What follows belongs to an exercise in optimizing a design on an open flow for small area, a short achievable clock period and few clock cycles per item; a production flow would make more cautious choices.

==> wip/harbor <==
Design keyframe_displacement_test_core, start of the top module:
module keyframe_displacement_test_core
(
  input  wire logic        clk_i,
  input  wire logic        rst_ni,
  input  wire logic        in_valid,
  output logic             in_stall,
  input  wire logic [16:0] ref_x_i,
  input  wire logic [16:0] ref_y_i,
  input  wire logic [16:0] cur_x_i,
  input  wire logic [16:0] cur_y_i,
  input  wire logic        valid_req_i,
  input  wire logic        has_reference_i,
  input  wire logic        last_i,
  output logic             out_valid,
  input  wire logic        out_stall,
  output logic             is_keyframe_o,
  output logic [12:0]      match_count_o,
  output logic [29:0]      distance_sum_o,
  input  wire logic        cfg_valid,
  output logic             cfg_ready,
  input  wire logic [1:0]  cfg_index_i,
  input  wire logic [15:0] cfg_data_i
);
  logic [12:0] min_matches_q, width_q;
  logic [15:0] min_mean_q;
  logic [28:0] mw_q;         
  ...
Settings: LEC_CHECK=0, CAP_MARGIN=20, CORE_MARGIN=2, CORE_UTILIZATION=60, CTS_CLUSTER_DIAMETER=100, CTS_CLUSTER_SIZE=30, SLEW_MARGIN=20; clock period 9.0 ns.
standard.sh (not shown) runs the stock make flow with config.mk's settings and CLKGATE_MAP_FILE= SYNTH_SCRIPT=/design/flow/synth_recipe.tcl, a recipe that flattens the netlist after the stock synthesis.
==> flow/flow/run.sh <==
#!/bin/bash
# The standard layout (standard.sh: ORFS from synthesis to the final
# layout, unchanged synthesis), with two settings changed through the
# environment:
#  - the port buffers that buffer_ports inserts on every input and output are
#    a plain buffer cell (buf_2) instead of the default choice;
#  - setup repair aims at 5.4 ns of slack on the 9 ns clock, so it keeps
#    improving paths down to about 3.6 ns.
# The make output goes to standard.log; ORFS keeps each step's own log under
# orfs/logs/.
export BUFFER_PORTS_ARGS="-buffer_cell sky130_fd_sc_hd__buf_2"
export SETUP_SLACK_MARGIN=5.4
bash standard.sh > standard.log 2>&1
==> wip/yarrow (differences from wip/harbor) <==
--- a/flow/design.v
+++ b/flow/design.v
@@ -93,17 +93,12 @@
   end
   logic [16:0] ax, ay;
   logic        cx_s, cy_s;
   assign cx_s = s0_dx[17];
   assign cy_s = s0_dy[17];
-  logic s0_ltx, s0_lty;
-  always_ff @(posedge clk_i) begin
-    s0_ltx <= ref_x_i < cur_x_i;
-    s0_lty <= ref_y_i < cur_y_i;
-  end
-  assign ax = s0_dx[16:0] ^ {{8{s0_ltx}}, {9{cx_s}}};
-  assign ay = s0_dy[16:0] ^ {{8{s0_lty}}, {9{cy_s}}};
+  assign ax = s0_dx[16:0] ^ {17{cx_s}};
+  assign ay = s0_dy[16:0] ^ {17{cy_s}};
   logic t_1, t_2, t_3, t_4, t_5, t_6, t_7, t_8, t_9, t_10, t_11, t_12, t_13, t_14, t_15, t_16, t_17, t_18, t_19, t_20, t_21, t_22, t_23, t_24, t_25, t_26, t_27, t_28, t_29, t_30, t_31, t_32, t_33, t_34, t_35, t_36, t_37, t_38, t_39, t_40, t_41, t_42, t_43, t_44, t_45, t_46, t_47, t_48, t_49, t_50, t_51, t_52, t_53, t_54, t_55, t_56, t_57, t_58, t_59, t_60, t_61, t_62, t_63, t_64, t_65, t_66, t_67, t_68, t_69, t_70, t_71, t_72, t_73, t_74, t_75, t_76, t_77, t_78, t_79, t_80, t_81, t_82, t_83, t_84, t_85, t_86, t_87, t_88, t_89, t_90, t_91, t_92, t_93, t_94, t_95, t_96, t_97, t_98, t_99, t_100, t_101, t_102, t_103, t_104, t_105, t_106, t_107, t_108, t_109, t_110, t_111, t_112, t_113, t_114, t_115, t_116, t_117, t_118, t_119, t_120, t_121, t_122, t_123, t_124, t_125, t_126, t_127, t_128, t_129, t_130, t_131, t_132, t_133, t_134, t_135, t_136, t_137, t_138, t_139, t_140, t_141, t_142, t_143, t_144, t_145, t_146, t_147, t_148, t_149, t_150, t_151, t_152, t_153, t_154, t_155, t_156, t_157, t_158, t_159, t_160, t_161, t_162, t_163, t_164, t_165, t_166, t_167, t_168, t_169, t_170, t_171, t_172, t_173, t_174, t_175, t_176, t_177, t_178, t_179, t_180, t_181, t_182, t_183, t_184, t_185, t_186, t_187, t_188, t_189, t_190, t_191, t_192, t_193, t_194, t_195, t_196, t_197, t_198, t_199, t_200, t_201, t_202, t_203, t_204, t_205, t_206, t_207, t_208, t_209, t_210, t_211, t_212, t_213, t_214, t_215, t_216, t_217, t_218, t_219, t_220, t_221, t_222, t_223, t_224, t_225, t_226, t_227, t_228, t_229, t_230, t_231, t_232, t_233, t_234, t_235, t_236, t_237, t_238, t_239, t_240, t_241, t_242, t_243, t_244, t_245, t_246, t_247, t_248, t_249, t_250, t_251, t_252, t_253, t_254, t_255, t_256, t_257, t_258, t_259, t_260, t_261, t_262, t_263, t_264, t_265, t_266, t_267, t_268, t_269, t_270, t_271, t_272, t_273, t_274, t_275, t_276, t_277, t_278, t_279, t_280, t_281, t_282, t_283, t_284, t_285, t_286, t_287, t_288, t_289, t_290, t_291, t_292, t_293, t_294, t_295, t_296, t_297, t_298, t_299, t_300, t_301, t_302, t_303, t_304, t_305, t_306, t_307, t_308, t_309, t_310, t_311, t_312, t_313, t_314, t_315, t_316, t_317, t_318, t_319, t_320, t_321, t_322, t_323, t_324, t_325, t_326, t_327, t_328, t_329, t_330, t_331, t_332, t_333, t_334, t_335, t_336, t_337, t_338, t_339, t_340, t_341, t_342, t_343, t_344, t_345, t_346, t_347, t_348, t_349, t_350, t_351, t_352, t_353, t_354, t_355, t_356, t_357, t_358, t_359, t_360, t_361, t_362, t_363, t_364, t_365, t_366, t_367, t_368, t_369, t_370, t_371, t_372, t_373, t_374, t_375, t_376, t_377, t_378, t_379, t_380, t_381, t_382, t_383, t_384, t_385, t_386, t_387, t_388, t_389, t_390, t_391, t_392, t_393, t_394, t_395, t_396, t_397, t_398, t_399, t_400, t_401, t_402, t_403, t_404, t_405, t_406, t_407, t_408, t_409, t_410, t_411, t_412, t_413, t_414, t_415, t_416, t_417, t_418, t_419, t_420, t_421, t_422, t_423, t_424, t_425, t_426, t_427, t_428, t_429, t_430, t_431, t_432, t_433, t_434, t_435, t_436, t_437, t_438, t_439, t_440, t_441, t_442, t_443, t_444, t_445, t_446, t_447, t_448, t_449, t_450, t_451, t_452, t_453, t_454, t_455, t_456, t_457, t_458, t_459, t_460, t_461, t_462, t_463, t_464, t_465, t_466, t_467, t_468, t_469, t_470, t_471, t_472, t_473, t_474, t_475, t_476, t_477, t_478, t_479, t_480, t_481, t_482, t_483, t_484, t_485, t_486, t_487, t_488, t_489, t_490, t_491, t_492, t_493, t_494, t_495, t_496, t_497, t_498, t_499, t_500, t_501, t_502, t_503, t_504, t_505, t_506, t_507, t_508, t_509, t_510, t_511, t_512, t_513, t_514, t_515, t_516, t_517, t_518, t_519, t_520, t_521, t_522, t_523, t_524, t_525, t_526, t_527, t_528, t_529, t_530, t_531, t_532, t_533, t_534, t_535, t_536, t_537, t_538, t_539, t_540, t_541, t_542, t_543, t_544, t_545, t_546, t_547, t_548, t_549, t_550, t_551, t_552, t_553, t_554, t_555, t_556, t_557, t_558, t_559, t_560, t_561, t_562, t_563, t_564, t_565, t_566, t_567, t_568, t_569, t_570, t_571, t_572, t_573, t_574, t_575, t_576, t_577, t_578, t_579, t_580, t_581, t_582, t_583, t_584, t_585, t_586, t_587, t_588, t_589, t_590, t_591, t_592, t_593, t_594, t_595, t_596, t_597, t_598, t_599, t_600, t_601, t_602, t_603, t_604, t_605, t_606, t_607, t_608, t_609, t_610, t_611, t_612, t_613, t_614;
   assign t_1 = (ax[0] & ax[15]) ^ (ax[1] & ax[14]);
   assign t_2 = (ax[0] & ax[15]) & (ax[1] & ax[14]);
   assign t_3 = (ax[0] & ax[9]) ^ (ax[1] & ax[8]);
   assign t_4 = (ax[0] & ax[9]) & (ax[1] & ax[8]);
@@ -1225,18 +1220,18 @@
   assign take     = out_v_q && !out_stall;
   assign out_free = !out_v_q || take;
   logic sl1_free;
   logic sl2_free;
   logic sl3_free;
-  assign sl1_free = !sl1_v_q || take;
-  assign sl2_free = !sl2_v_q || take;
-  assign sl3_free = !sl3_v_q || take;
+  assign sl1_free = !sl1_v_q || out_free;
+  assign sl2_free = !sl2_v_q || sl1_free;
+  assign sl3_free = !sl3_v_q || sl2_free;
   logic acc_to [0:3];
-  assign acc_to[0] = acc_closed_q && (take ? (out_v_q && !sl1_v_q) : (!out_v_q && 1'b1));
-  assign acc_to[1] = acc_closed_q && (take ? (sl1_v_q && !sl2_v_q) : (!sl1_v_q && out_v_q));
-  assign acc_to[2] = acc_closed_q && (take ? (sl2_v_q && !sl3_v_q) : (!sl2_v_q && sl1_v_q));
-  assign acc_to[3] = acc_closed_q && (take ? (sl3_v_q && !1'b0) : (!sl3_v_q && sl2_v_q));
+  assign acc_to[0] = acc_closed_q && out_free && !sl1_v_q;
+  assign acc_to[1] = acc_closed_q && sl1_free && !sl2_v_q && !acc_to[0];
+  assign acc_to[2] = acc_closed_q && sl2_free && !sl3_v_q && !acc_to[0] && !acc_to[1];
+  assign acc_to[3] = acc_closed_q && sl3_free && !1'b0 && !acc_to[0] && !acc_to[1] && !acc_to[2];
   assign acc_move = acc_to[0] || acc_to[1] || acc_to[2] || acc_to[3];
   always_ff @(posedge clk_i or negedge rst_ni) begin
     if (!rst_ni) begin
       out_v_q <= 1'b0;
       sl1_v_q <= 1'b0;
==> flow/flow/run.sh (replaced) <==
#!/bin/bash
# the standard layout, with port buffers of a plain buffer cell and setup
# repair aiming at a tighter target than the 9 ns clock
export BUFFER_PORTS_ARGS="-buffer_cell sky130_fd_sc_hd__buf_2"
export SETUP_SLACK_MARGIN=5.4
bash standard.sh > standard.log 2>&1
--- a/flow/config.mk
+++ b/flow/config.mk
@@ -5,9 +5,7 @@
 export SDC_FILE = /design/flow/constraint.sdc
 export NUM_CORES = 4
 export LEC_CHECK = 0
 export CAP_MARGIN = 20
 export CORE_MARGIN = 2
-export CORE_UTILIZATION = 60
-export CTS_CLUSTER_DIAMETER = 100
-export CTS_CLUSTER_SIZE = 30
+export CORE_UTILIZATION = 40
 export SLEW_MARGIN = 20
==> comparison <==
- wip/harbor passed the timing, design-rule and antenna checks. wip/yarrow finished clean.
- Of wip/harbor and wip/yarrow, wip/yarrow has the higher cell count (gap about 9%, measured against wip/yarrow).
- Synthesized cell count: wip/yarrow is lower than wip/harbor (about 2.1%).
- Of wip/harbor and wip/yarrow, wip/harbor has the higher utilization (gap 19 points).
- Wire length: wip/yarrow is smaller than wip/harbor (4.8%).
- Of wip/yarrow and wip/harbor, wip/harbor has the higher first-iteration DRC count (gap 19%, measured against wip/harbor).
- Of wip/harbor and wip/yarrow, wip/harbor has the higher non-clock buffer count (gap 15).
- Between wip/harbor and wip/yarrow, the lower clock-buffer cell count is in wip/harbor (gap 100).
- Sequential share of layout area: wip/harbor is higher than wip/yarrow (1.9 points).
- Against wip/yarrow, the area after synthesis of wip/harbor is larger by 1.3%.
==> figures <==
item	wip/yarrow	wip/harbor
Status	timing/DRC/antenna clean	timing/DRC/antenna clean
Post-synthesis async set-or-reset flop share	10.8%	10.8%
Worst setup path endpoint	s2_rad[31]$_DFF_P_	s2_rad[32]$_DFF_P_
Largest net degree at the start of global routing	75	76
# nets final	5756	5794
Number of nets in the synthesized netlist	5583	5672
Worst EP required	9600 ps	9490 ps
Final standard cell area without fillers	0.0600 mm²	0.0574 mm²
Via count of the first global-routing pass	33800	32800
Die height	366 µm	302 µm
Hold WS	308 ps	327 ps
Pin slew with the least headroom to its limit	881 ps	986 ps
Global-route track usage on met3	2.78%	2.61%
Largest fanout of any net on the critical path	4	7
Sequential share of the synthesized area	47.0%	46.4%
Final sequential cell count	1113	1115
Total via count in the routed design	32800	33500
Vias per cell	4.80	5.38
Met3 wire length	4390 µm	4290 µm
Worst path max stage delay	530 ps	560 ps
Function was not checked in any run of this note: the RTL went through the layout flow alone.

-- what the ideal ports hide --
In the flow no input, the clock included, has a driving cell. The finished layouts below were timed again as built, in two steps.
Step 1 (the two cells are an assumption about what drives the block):
set clk [get_ports {clk_i}]
set_driving_cell -lib_cell sky130_fd_sc_hd__clkbuf_16 $clk
set_driving_cell -lib_cell sky130_fd_sc_hd__buf_2 [delete_from_list [all_inputs] $clk]
Step 2 also shifts input and output timing later by t, the mid clock arrival at the registers, as if the neighbouring blocks saw the same clock.
a / b / c = ideal / step 1 / step 2; a / b = the first two.
run	shift t [ns]	setup slack, ns	worst hold slack (ns)	latest minus earliest clock arrival (ns)
wip/harbor	0.694	5.428 / 5.428 / 4.814	0.327 / 0.327 / 0.327	0.046 / 0.046
wip/yarrow	0.776	5.306 / 5.306 / 4.958	0.308 / 0.308 / 0.308	0.037 / 0.036
After both steps every run listed still meets setup and hold. The setup slack of wip/harbor, which loses most, moves by 0.000 ns with the drivers and by -0.614 ns with both steps.
